This is an optimization exercise on Yosys and OpenROAD, whose aim is small area, a short achievable clock period and few clock cycles, not a production implementation.
The RTL was checked by simulation tests, not by an equivalence proof against the original design.
Power is estimated from default activity; no workload was simulated.

--- flow/config.mk ---
export PLATFORM = sky130hd
export DESIGN_NAME = minimum_spanning_tree_weight
export DESIGN_NICKNAME = minimum_spanning_tree_weight
export VERILOG_FILES = /design/flow/design.v
export SDC_FILE = /design/flow/constraint.sdc
export NUM_CORES = 4
export LEC_CHECK = 0
export CAP_MARGIN = 20
export CORE_MARGIN = 2
export CORE_UTILIZATION = 40
export SLEW_MARGIN = 20
--- flow/constraint.sdc ---
create_clock -name core_clock -period 6.0 [get_ports {clock}]
set_input_delay 1.2000 -clock core_clock [delete_from_list [all_inputs] [get_ports {clock}]]
set_output_delay 1.2000 -clock core_clock [all_outputs]
set_load 0.01 [all_outputs]
--- flow/design.v ---
`default_nettype none
package mstw_pkg;
   localparam int DEF_MAX_NODES = 64;
   localparam int DEF_MAX_EDGES = 128;
   localparam int WEIGHT_W      = 16;
   localparam int STATUS_W      = 2;
   localparam logic [STATUS_W-1:0] ST_OK    = 2'd0;
   localparam logic [STATUS_W-1:0] ST_RANGE = 2'd1;
   localparam logic [STATUS_W-1:0] ST_FULL  = 2'd2;
endpackage
`default_nettype wire
`default_nettype none
module mstw_ram #(
   parameter int DEPTH  = 128,
   parameter int KEY_W  = 16,
   parameter int DATA_W = 12
) (
   input  wire logic              clock,
   input  wire logic              reset,
   input  wire logic              ins,
   input  wire logic              ins_gen,
   input  wire logic [KEY_W-1:0]  ins_key,    
   input  wire logic [DATA_W-1:0] ins_data,
   input  wire logic              pop,
   output logic      [KEY_W-1:0]  head_key,
   output logic      [DATA_W-1:0] head_data
);
   localparam int ENT_W = 1 + KEY_W + DATA_W;
   logic             vld_ff [DEPTH];
   logic [ENT_W-1:0] ent_ff [DEPTH];    
   logic [DEPTH+1:0] ahead;            
   logic [ENT_W-1:0] ins_ent;
   assign ins_ent = {ins_gen, ins_key, ins_data};
   always_comb begin
      ahead[0]       = 1'b0;
      ahead[DEPTH+1] = 1'b1;
      for (int i = 0; i < DEPTH; i++) begin
         ahead[i+1] = !vld_ff[i]
                    || ((ent_ff[i][ENT_W-1] == ins_gen)
                        && ({!ins_key[KEY_W-1], ins_key[KEY_W-2:0]}
                            < {!ent_ff[i][ENT_W-2], ent_ff[i][ENT_W-3 -: KEY_W-1]}));
      end
   end
   for (genvar i = 0; i < DEPTH; i++) begin : g_slot
      logic             c_prev, c_this, c_next;
      logic             sel_next, sel_new, sel_prev;
      logic [ENT_W-1:0] e_prev, e_next;
      logic             v_prev, v_next;
      assign c_prev = ahead[i];
      assign c_this = ahead[i+1];
      assign c_next = ahead[i+2];
      if (i == 0) begin : g_first
         assign e_prev = '0;
         assign v_prev = 1'b0;
      end else begin : g_mid
         assign e_prev = ent_ff[i-1];
         assign v_prev = vld_ff[i-1];
      end
      if (i == DEPTH - 1) begin : g_last
         assign e_next = '0;
         assign v_next = 1'b0;
      end else begin : g_low
         assign e_next = ent_ff[i+1];
         assign v_next = vld_ff[i+1];
      end
      assign sel_next = pop && (!ins || !c_next);
      assign sel_new  = ins && (pop ? (c_next && !c_this) : (c_this && !c_prev));
      assign sel_prev = ins && !pop && c_prev;
      always_ff @(posedge clock) begin
         if (reset) begin
            vld_ff[i] <= 1'b0;
         end else if (sel_next) begin
            vld_ff[i] <= v_next;
         end else if (sel_new) begin
            vld_ff[i] <= 1'b1;
         end else if (sel_prev) begin
            vld_ff[i] <= v_prev;
         end
         if (sel_next) begin
            ent_ff[i] <= e_next;
         end else if (sel_new) begin
            ent_ff[i] <= ins_ent;
         end else if (sel_prev) begin
            ent_ff[i] <= e_prev;
         end
      end
   end
   assign head_key  = ent_ff[0][ENT_W-2 -: KEY_W];
   assign head_data = ent_ff[0][DATA_W-1:0];
endmodule
`default_nettype wire
`default_nettype none
module mstw_queue #(
   parameter int WIDTH = 8
) (
   input  wire logic             clock,
   input  wire logic             reset,
   input  wire logic             push,
   input  wire logic [WIDTH-1:0] push_data,
   input  wire logic             pop,
   output logic      [1:0]       count,
   output logic      [WIDTH-1:0] head
);
   logic [WIDTH-1:0] slot_ff [2];
   logic             wr_ptr_ff, rd_ptr_ff;
   logic [1:0]       count_ff;
   assign count = count_ff;
   assign head  = slot_ff[rd_ptr_ff];
   always_ff @(posedge clock) begin
      if (reset) begin
         wr_ptr_ff <= 1'b0;
         rd_ptr_ff <= 1'b0;
         count_ff  <= 2'd0;
      end else begin
         wr_ptr_ff <= wr_ptr_ff ^ push;
         rd_ptr_ff <= rd_ptr_ff ^ pop;
         count_ff  <= count_ff + {1'b0, push} - {1'b0, pop};
      end
      if (push) begin
         slot_ff[wr_ptr_ff] <= push_data;
      end
   end
endmodule
`default_nettype wire
`default_nettype none
import mstw_pkg::*;
module mstw_front #(
   parameter int MAX_NODES = mstw_pkg::DEF_MAX_NODES,
   parameter int MAX_EDGES = mstw_pkg::DEF_MAX_EDGES,
   parameter int NODE_W    = $clog2(MAX_NODES),
   parameter int CNT_W     = $clog2(MAX_NODES + 1),
   parameter int FILL_W    = $clog2(MAX_EDGES + 1),
   parameter int JOB_W     = FILL_W + mstw_pkg::STATUS_W
) (
   input  wire logic                            clock,
   input  wire logic                            reset,
   input  wire logic                            item_valid,
   output logic                                 item_ready,
   input  wire logic [NODE_W-1:0]               src_node,
   input  wire logic [NODE_W-1:0]               dst_node,
   input  wire logic [mstw_pkg::WEIGHT_W-1:0]   edge_weight,
   input  wire logic                            last_edge,
   input  wire logic                            csr_valid,
   output logic                                 csr_ready,
   input  wire logic [CNT_W-1:0]                csr_data,
   input  wire logic                            store_pop,    
   input  wire logic                            job_pop,      
   input  wire logic [1:0]                      job_count,    
   output logic                                 job_push,
   output logic      [JOB_W-1:0]                job_data,
   output logic                                 ins,
   output logic                                 ins_gen,
   output logic      [mstw_pkg::WEIGHT_W-1:0]   ins_key,
   output logic      [2*NODE_W-1:0]             ins_data
);
   localparam logic [CNT_W-1:0]  NODE_LIMIT = CNT_W'(MAX_NODES);
   localparam logic [FILL_W-1:0] EDGE_LIMIT = FILL_W'(MAX_EDGES);
   logic                          in_v_ff, in_last_ff;
   logic [NODE_W-1:0]             in_src_ff, in_dst_ff;
   logic [mstw_pkg::WEIGHT_W-1:0] in_w_ff;
   logic                          ready_ff, accept;
   logic [CNT_W-1:0]    node_count_ff;
   logic [FILL_W-1:0]   fill_ff, fill_now;
   logic [STATUS_W-1:0] err_ff, err_now, item_err;
   logic                gen_ff;
   logic [FILL_W-1:0]   occ_ff, occ_in;
   logic                in_range, has_room, store, close;
   logic [2:0]          jobs_in;
   logic                room_ok, gen_ok;
   assign csr_ready  = 1'b1;
   assign item_ready = ready_ff;
   assign accept     = item_valid && ready_ff;
   always_comb begin
      in_range = (node_count_ff >= NODE_LIMIT)
              || ((CNT_W'(in_src_ff) < node_count_ff) && (CNT_W'(in_dst_ff) < node_count_ff));
      has_room = (fill_ff < EDGE_LIMIT);
      store    = in_v_ff && in_range && has_room;
      close    = in_v_ff && in_last_ff;
      item_err = !in_range ? ST_RANGE : (!has_room ? ST_FULL : ST_OK);
      err_now  = (err_ff != ST_OK) ? err_ff : item_err;
      fill_now = fill_ff + FILL_W'(store);
      occ_in   = occ_ff + FILL_W'(store) - FILL_W'(store_pop);
      jobs_in  = 3'(job_count) + 3'(close) - 3'(job_pop);
      room_ok  = (occ_in + FILL_W'(accept) < EDGE_LIMIT)
              || ((jobs_in == 3'd0) && !(accept && last_edge));
      gen_ok   = (jobs_in + 3'(accept && last_edge)) < 3'd2;
   end
   assign job_push = close;
   assign job_data = {err_now, fill_now};
   assign ins      = store;
   assign ins_gen  = gen_ff;
   assign ins_key  = in_w_ff;
   assign ins_data = {in_src_ff, in_dst_ff};
   always_ff @(posedge clock) begin
      if (reset) begin
         node_count_ff <= NODE_LIMIT;
         fill_ff       <= '0;
         err_ff        <= ST_OK;
         gen_ff        <= 1'b0;
         occ_ff        <= '0;
         in_v_ff       <= 1'b0;
         ready_ff      <= 1'b1;
      end else begin
         if (csr_valid) begin
            node_count_ff <= csr_data;
         end
         if (in_v_ff) begin
            fill_ff <= in_last_ff ? '0 : fill_now;
            err_ff  <= in_last_ff ? ST_OK : err_now;
            gen_ff  <= gen_ff ^ in_last_ff;
         end
         occ_ff   <= occ_in;
         in_v_ff  <= accept;
         ready_ff <= room_ok && gen_ok;
      end
      if (accept) begin
         in_src_ff  <= src_node;
         in_dst_ff  <= dst_node;
         in_w_ff    <= edge_weight;
         in_last_ff <= last_edge;
      end
   end
endmodule
`default_nettype wire
`default_nettype none
import mstw_pkg::*;
module mstw_back #(
   parameter int MAX_NODES = mstw_pkg::DEF_MAX_NODES,
   parameter int MAX_EDGES = mstw_pkg::DEF_MAX_EDGES,
   parameter int NODE_W    = $clog2(MAX_NODES),
   parameter int FILL_W    = $clog2(MAX_EDGES + 1),
   parameter int JOB_W     = FILL_W + mstw_pkg::STATUS_W,
   parameter int TOT_W     = mstw_pkg::WEIGHT_W + NODE_W
) (
   input  wire logic                          clock,
   input  wire logic                          reset,
   input  wire logic [1:0]                    job_count,
   input  wire logic [JOB_W-1:0]              job_data,
   output logic                               job_pop,
   output logic                               store_pop,
   input  wire logic [mstw_pkg::WEIGHT_W-1:0] head_w,
   input  wire logic [2*NODE_W-1:0]           head_nodes,
   output logic                               rsp_valid,
   input  wire logic                          rsp_ready,
   output logic      [TOT_W-1:0]              rsp_total,
   output logic      [mstw_pkg::STATUS_W-1:0] rsp_status
);
   logic [FILL_W-1:0]   job_fill;
   logic [STATUS_W-1:0] job_status;
   logic [FILL_W-2:0]   pos_ff;
   logic                is_first, is_last, issue, owed;
   logic                s1_v_ff, s1_e_ff, s1_f_ff, s1_l_ff;
   logic                s2_v_ff, s2_e_ff, s2_f_ff, s2_l_ff;
   logic                s3_v_ff, s3_j_ff, s3_f_ff, s3_l_ff;
   logic [STATUS_W-1:0] s1_st_ff, s2_st_ff, s3_st_ff;
   logic [NODE_W-1:0]   s1_a_ff, s1_b_ff, s2_a_ff, s2_b_ff;
   logic signed [WEIGHT_W-1:0] s1_w_ff, s2_w_ff, s3_w_ff;
   logic [NODE_W-1:0]   lab_ff [MAX_NODES];
   logic                pu_v_ff;
   logic [NODE_W-1:0]   pu_from_ff, pu_to_ff;
   logic [NODE_W-1:0]   la, lb, ra, rb;
   logic                join_now;
   logic [TOT_W-1:0]    total_ff, total_sum;
   logic                rsp_valid_ff;
   logic [TOT_W-1:0]    rsp_total_ff;
   logic [STATUS_W-1:0] rsp_status_ff;
   assign {job_status, job_fill} = job_data;
   always_comb begin
      owed      = (s1_v_ff && s1_l_ff) || (s2_v_ff && s2_l_ff) || (s3_v_ff && s3_l_ff)
               || rsp_valid_ff;
      is_first  = (pos_ff == '0);
      is_last   = (job_fill == '0) || (FILL_W'(pos_ff) + 1'b1 == job_fill);
      issue     = (job_count != 2'd0) && (!is_last || !owed);
      store_pop = issue && (job_fill != '0);
      job_pop   = issue && is_last;
   end
   always_comb begin
      ra = s1_f_ff ? s1_a_ff : lab_ff[s1_a_ff];
      rb = s1_f_ff ? s1_b_ff : lab_ff[s1_b_ff];
   end
   always_comb begin
      la = (!s2_f_ff && pu_v_ff && (s2_a_ff == pu_from_ff)) ? pu_to_ff : s2_a_ff;
      lb = (!s2_f_ff && pu_v_ff && (s2_b_ff == pu_from_ff)) ? pu_to_ff : s2_b_ff;
      join_now = s2_v_ff && s2_e_ff && (la != lb);
   end
   always_comb begin
      total_sum = (s3_f_ff ? '0 : total_ff) + (s3_j_ff ? TOT_W'(s3_w_ff) : '0);
   end
   always_ff @(posedge clock) begin
      if (reset) begin
         pos_ff       <= '0;
         s1_v_ff      <= 1'b0;
         s2_v_ff      <= 1'b0;
         s3_v_ff      <= 1'b0;
         rsp_valid_ff <= 1'b0;
      end else begin
         if (issue) begin
            pos_ff <= is_last ? '0 : pos_ff + 1'b1;
         end
         s1_v_ff      <= issue;
         s2_v_ff      <= s1_v_ff;
         s3_v_ff      <= s2_v_ff;
         if (s3_v_ff && s3_l_ff) begin
            rsp_valid_ff <= 1'b1;
         end else if (rsp_ready) begin
            rsp_valid_ff <= 1'b0;
         end
      end
      s1_e_ff  <= store_pop;
      s1_f_ff  <= is_first;
      s1_l_ff  <= is_last;
      s1_st_ff <= job_status;
      {s1_a_ff, s1_b_ff} <= head_nodes;
      s1_w_ff  <= head_w;
      s2_e_ff  <= s1_e_ff;
      s2_f_ff  <= s1_f_ff;
      s2_l_ff  <= s1_l_ff;
      s2_st_ff <= s1_st_ff;
      s2_a_ff  <= ra;
      s2_b_ff  <= rb;
      s2_w_ff  <= s1_w_ff;
      s3_j_ff    <= join_now;
      s3_f_ff    <= s2_f_ff;
      s3_l_ff    <= s2_l_ff;
      s3_st_ff   <= s2_st_ff;
      s3_w_ff    <= s2_w_ff;
      pu_v_ff    <= join_now;
      pu_from_ff <= la;
      pu_to_ff   <= lb;
      for (int v = 0; v < MAX_NODES; v++) begin
         if (s1_v_ff && s1_f_ff) begin
            lab_ff[v] <= NODE_W'(v);
         end else if (join_now && (lab_ff[v] == la)) begin
            lab_ff[v] <= lb;
         end
      end
      if (s3_v_ff) begin
         total_ff <= total_sum;
      end
      if (s3_v_ff && s3_l_ff) begin
         rsp_total_ff  <= (s3_st_ff == ST_OK) ? total_sum : '0;
         rsp_status_ff <= s3_st_ff;
      end
   end
   assign rsp_valid  = rsp_valid_ff;
   assign rsp_total  = rsp_total_ff;
   assign rsp_status = rsp_status_ff;
endmodule
`default_nettype wire
`default_nettype none
import mstw_pkg::*;
module minimum_spanning_tree_weight #(
   parameter int MAX_NODES = mstw_pkg::DEF_MAX_NODES,
   parameter int MAX_EDGES = mstw_pkg::DEF_MAX_EDGES,
   parameter int NODE_W    = $clog2(MAX_NODES),
   parameter int CNT_W     = $clog2(MAX_NODES + 1),
   parameter int IN_W      = ((2 * NODE_W + mstw_pkg::WEIGHT_W + 7) / 8) * 8,
   parameter int TOT_W     = mstw_pkg::WEIGHT_W + NODE_W,
   parameter int OUT_W     = ((TOT_W + 7) / 8) * 8
) (
   input  wire logic                          clock,
   input  wire logic                          reset,
   input  wire logic                          req_tvalid,
   output logic                               req_tready,
   input  wire logic [IN_W-1:0]               req_tdata,   
   input  wire logic                          req_tlast,   
   output logic                               rsp_tvalid,
   input  wire logic                          rsp_tready,
   output logic      [OUT_W-1:0]              rsp_tdata,   
   output logic      [mstw_pkg::STATUS_W-1:0] rsp_tuser,   
   input  wire logic                          csr_valid,
   output logic                               csr_ready,
   input  wire logic [CNT_W-1:0]              csr_data
);
   localparam int FILL_W = $clog2(MAX_EDGES + 1);
   localparam int JOB_W  = FILL_W + STATUS_W;
   logic                job_push, job_pop, store_pop, ins, ins_gen;
   logic [1:0]          job_count;
   logic [JOB_W-1:0]    job_in, job_head;
   logic [WEIGHT_W-1:0] ins_key, head_key;
   logic [2*NODE_W-1:0] ins_data, head_data;
   logic [TOT_W-1:0]    rsp_total;
   mstw_front #(
      .MAX_NODES (MAX_NODES), .MAX_EDGES (MAX_EDGES), .NODE_W (NODE_W), .CNT_W (CNT_W),
      .FILL_W (FILL_W), .JOB_W (JOB_W)
   ) u_front (
      .clock       (clock),
      .reset       (reset),
      .item_valid  (req_tvalid),
      .item_ready  (req_tready),
      .src_node    (req_tdata[NODE_W-1:0]),
      .dst_node    (req_tdata[2*NODE_W-1:NODE_W]),
      .edge_weight (req_tdata[2*NODE_W+WEIGHT_W-1:2*NODE_W]),
      .last_edge   (req_tlast),
      .csr_valid   (csr_valid),
      .csr_ready   (csr_ready),
      .csr_data    (csr_data),
      .store_pop   (store_pop),
      .job_pop     (job_pop),
      .job_count   (job_count),
      .job_push    (job_push),
      .job_data    (job_in),
      .ins         (ins),
      .ins_gen     (ins_gen),
      .ins_key     (ins_key),
      .ins_data    (ins_data)
   );
   mstw_ram #(.DEPTH(MAX_EDGES), .KEY_W(WEIGHT_W), .DATA_W(2 * NODE_W)) u_edges (
      .clock     (clock),
      .reset     (reset),
      .ins       (ins),
      .ins_gen   (ins_gen),
      .ins_key   (ins_key),
      .ins_data  (ins_data),
      .pop       (store_pop),
      .head_key  (head_key),
      .head_data (head_data)
   );
   mstw_queue #(.WIDTH(JOB_W)) u_jobs (
      .clock     (clock),
      .reset     (reset),
      .push      (job_push),
      .push_data (job_in),
      .pop       (job_pop),
      .count     (job_count),
      .head      (job_head)
   );
   mstw_back #(
      .MAX_NODES (MAX_NODES), .MAX_EDGES (MAX_EDGES), .NODE_W (NODE_W), .FILL_W (FILL_W),
      .JOB_W (JOB_W), .TOT_W (TOT_W)
   ) u_back (
      .clock      (clock),
      .reset      (reset),
      .job_count  (job_count),
      .job_data   (job_head),
      .job_pop    (job_pop),
      .store_pop  (store_pop),
      .head_w     (head_key),
      .head_nodes (head_data),
      .rsp_valid  (rsp_tvalid),
      .rsp_ready  (rsp_tready),
      .rsp_total  (rsp_total),
      .rsp_status (rsp_tuser)
   );
   assign rsp_tdata = OUT_W'(rsp_total);
endmodule
`default_nettype wire
--- flow/run.sh ---
#!/bin/bash
# synth_recipe.tcl (not shown) runs the flow's synth.tcl, then flattens the netlist and writes it again
# the make line also repeats each setting of config.mk as NAME=value (left out here)
make -C /OpenROAD-flow-scripts/flow DESIGN_CONFIG=/design/flow/config.mk WORK_HOME=/design/flow/orfs CLKGATE_MAP_FILE= SYNTH_SCRIPT=/design/flow/synth_recipe.tcl finish
==> results.txt <==
[cells by family after synthesis]
family	after synthesis	synth area share (%)
DFF	4461	46.1
muxes	1989	7.25
adders and majority gates	1972	8.96
other	2	0.00273
buffers and inverters	4130	5.84
and+or+nand+nor	8284	13.1
AOI/OAI and AO/OA	7339	16.9
xor gates and xnor gates	576	1.85
[registers in the layout, indices dropped and copies added (netlist names), 7 cells and up]
signal and flops:
u_back.lab_ff 384, u_jobs.slot_ff 20, u_edges.vld_ff 128, u_back.s3_w_ff 16, u_back.s1_w_ff 16, u_back.rsp_total_ff 22, u_front.fill_ff 8, u_back.total_ff 22
u_front.in_w_ff 16, u_front.occ_ff 8, u_back.s2_w_ff 16, u_back.pos_ff 7, u_front.node_count_ff 7, u_edges.ent_ff 3712
[per-layer routing]
metal	track usage [%]	share of wire, %	vias up
li1	-	-	104000
met1	40.0	43	113000
met2	44.5	44	9700
met3	4.79	8.0	1950
met4	12.5	5.0	38
met5	0	0.024	-
[through the flow]
stage	utilization (%)	power [mW]
2_1_floorplan	-	78.7
3_3_place_gp	42.3	94.9
3_5_place_dp	42.4	96.1
4_1_cts	44.9	129
5_1_grt	44.9	136
6_report	44.9	129
[Yosys cell counts (278+ instances only)]
master	count	area share [%]
edfxtp_1	3778	41
a221o_1	293	1.1
o21ai_0	1580	2.9
ha_1	1969	8.9
a21oi_1	2468	4.5
o311ai_0	278	0.88
o221ai_1	421	1.3
nor2_1	2431	3.3
nand2_1	3428	4.7
xnor2_1	358	1.1
buf_2	355	0.64
dfxtp_1	683	5.0
nor3_1	382	0.69
nand3_1	872	1.6
a31oi_1	387	0.88
mux2i_1	1943	7.1
a22oi_1	346	0.94
clkbuf_1	1613	2.2
inv_1	1957	2.7
[path summary, 6_finish.rpt]
kind	start	endpoint	slack [ns]	cells after the start
setup reg to reg	u_jobs.rd_ptr_ff	u_front.ready_ff	0.75	19
hold / removal	u_back.s2_w_ff[11]	u_back.s3_w_ff[11]	0.31	0
hold reg to reg	u_back.s2_w_ff[11]	u_back.s3_w_ff[11]	0.31	0
setup / recovery	u_jobs.rd_ptr_ff	u_front.ready_ff	0.75	19
[layout make-up]
class	count	area (um^2)	area share (%)
Tap cell	9180	11500	3.73
Multi-Input combinational cell	20200	135000	43.8
Antenna cell	17	42.5	0.0138
Sequential cell	4461	127000	41.3
Clock buffer	723	14700	4.78
Inverter	1961	7430	2.41
Timing Repair Buffer	1004	9680	3.14
Clock inverter	262	2580	0.837
[power breakdown]
group          total [mW]  internal (mW)  leakage (nW)  switching (mW)
Clock                33.0           18.7          8.41            14.2
Sequential           55.1           46.8          41.1            8.31
Combinational        41.5           15.0          74.3            26.5
Total                 129           80.4           124            49.1
==> impl_metrics.toml <==
[clock_tree]
htreeDepth = 6
cts_made_buffers = 540
postCtsSetupRepairBufs = 0
ctsHoldBuffers = 0
cts_resized = 0
cts_tree = "done"
path_clk_slew_ns = 0.06
clock-sinks = 4461
clk_latency_ns = 1.14
clk_path_buf_depth = 4
root_buffer = "clkbuf_16"

[logic_synthesis]
syn_area_per_cell_um2 = 9.58
ys_async_sr_fraction_pct = 0
syn_inst = 28800
yosysSeqAreaShare_pct = 46.1
ys_types = 98
synth_edf_count = 3778
synth_seq_cells = 4461
yosysWarnings = 7
syn-cell-area_um2 = 276000
synth_ff_type = "edfxtp_1"

[grt]
grtUsageTotal_pct = 28.8
grt_pass1_wl_um = 1510000
overflow = 0
grt_max_degree = 187
antenna_found_initial = 62
grt_pass1_vias = 218000

[cells_and_area]
area_growth_pct = 11.7
mostFrequentLayoutCells = "edfxtp_1 (3778), nand2_1 (3389), a21oi_1 (2406)"
layout-drive-gt1-share_pct = 7.43
final_common_cell = "edfxtp_1"
final_nets = 30100
final_area_um2 = 308000
fillers = 64900
fin_cells = 37800

[timing]
maxSlewViolCount = 0
finalHoldViolCount = 0
fin_ws_ns = 0.745
fmax_ghz = 0.190
setup_viol = 0
min_period_over_period_pct = 87.6
worst_hold_slack_ns = 0.314
worstMarginPinSlew_ns = 1.27
period_minus_slack_ns = 5.25
slew_headroom_pct = 15.4
fin_tns_setup_ns = 0
rsz0062_at_grt = "no"
skew_ns = 0.0738

[setup_path]
worstPathMaxFanout = 15
crit_family = "compound AO/OA/AOI/OAI gates"
crit_path_max_incr_delay_ns = 0.75
cp_slowest_cell = "dfxtp_1"
worst-path-buf-inv = 3
crit_required_ns = 6.90
cp.arrival_ns = 6.16
startpoint_type = "flip-flop"
critPathKind = "flip-flop to flip-flop"
critPathCaptureType = "flip-flop"
crit_chain = "mux2i_1, xor3_1, a211oi_1, o2111ai_2, o221ai_4, buf_12, inv_8, ha_1, inv_1, ha_1, a21o_1, a21oi_1, o21bai_1, a21oi_1, xor2_1, nor4_1, xnor2_1, o31a_1, o31ai_1"

[worst_hold_path]
min_path_type = "flip-flop to flip-flop"

[placement]
io_buffers = 66
place_inst = 36800
place_area_um2 = 290000
dp_slack_ns = 0.836
dp_hpwl_um = 756000
finalWeightedCongestion = 1.03

[power_and_ir_drop]
ir_worst_vdd_uv = 384
power.leakage_nw = 124
p_per_area_nw_per_um2 = 420

[routing]
drtAntennaViolNets = 0
drt_iter0_markers = 24700
vias = 229000
via_per_inst = 6.06
drc = 0
wl_per_cell_um = 27.6
firstDrtPassIters = 7
routed_wl_um = 1040000

[floorplan]
start_util_pct = 40.2
die_area_um2 = 696000
die_x_um = 834
io_pins = 74
row_count = 304
die_h_um = 834
core_um2 = 686000

[job]
cap_violations = 0

[outcome]
status = "finished clean"
Testbench counts, summed over its fixed seeds: cycles 4,014.

## static timing again, ports no longer ideal
How much do the figures lean on ideal ports? The routed layout below was timed once more, with nothing changed but the port constraints.
Step 1 (the two cells are an assumption about what drives the block):
set clk [get_ports {clock}]
set_driving_cell -lib_cell sky130_fd_sc_hd__clkbuf_16 $clk
set_driving_cell -lib_cell sky130_fd_sc_hd__buf_2 [delete_from_list [all_inputs] $clk]
Step 2 adds t to the input delays and takes it off the output delays; t is the mean of the earliest and latest rising clock arrival at the registers after step 1. Input paths then give back, and output paths get back, about the clock's delay inside the block.
a / b / c = ideal / step 1 / step 2; a / b = the first two.
t, ns: 1.230
setup slack, ns: 0.745 / 0.745 / 0.745
hold slack, ns: 0.314 / 0.314 / 0.314
After both steps this run still meets setup and hold. The setup slack of this run moves by 0.000 ns with the drivers and by 0.000 ns with both steps.
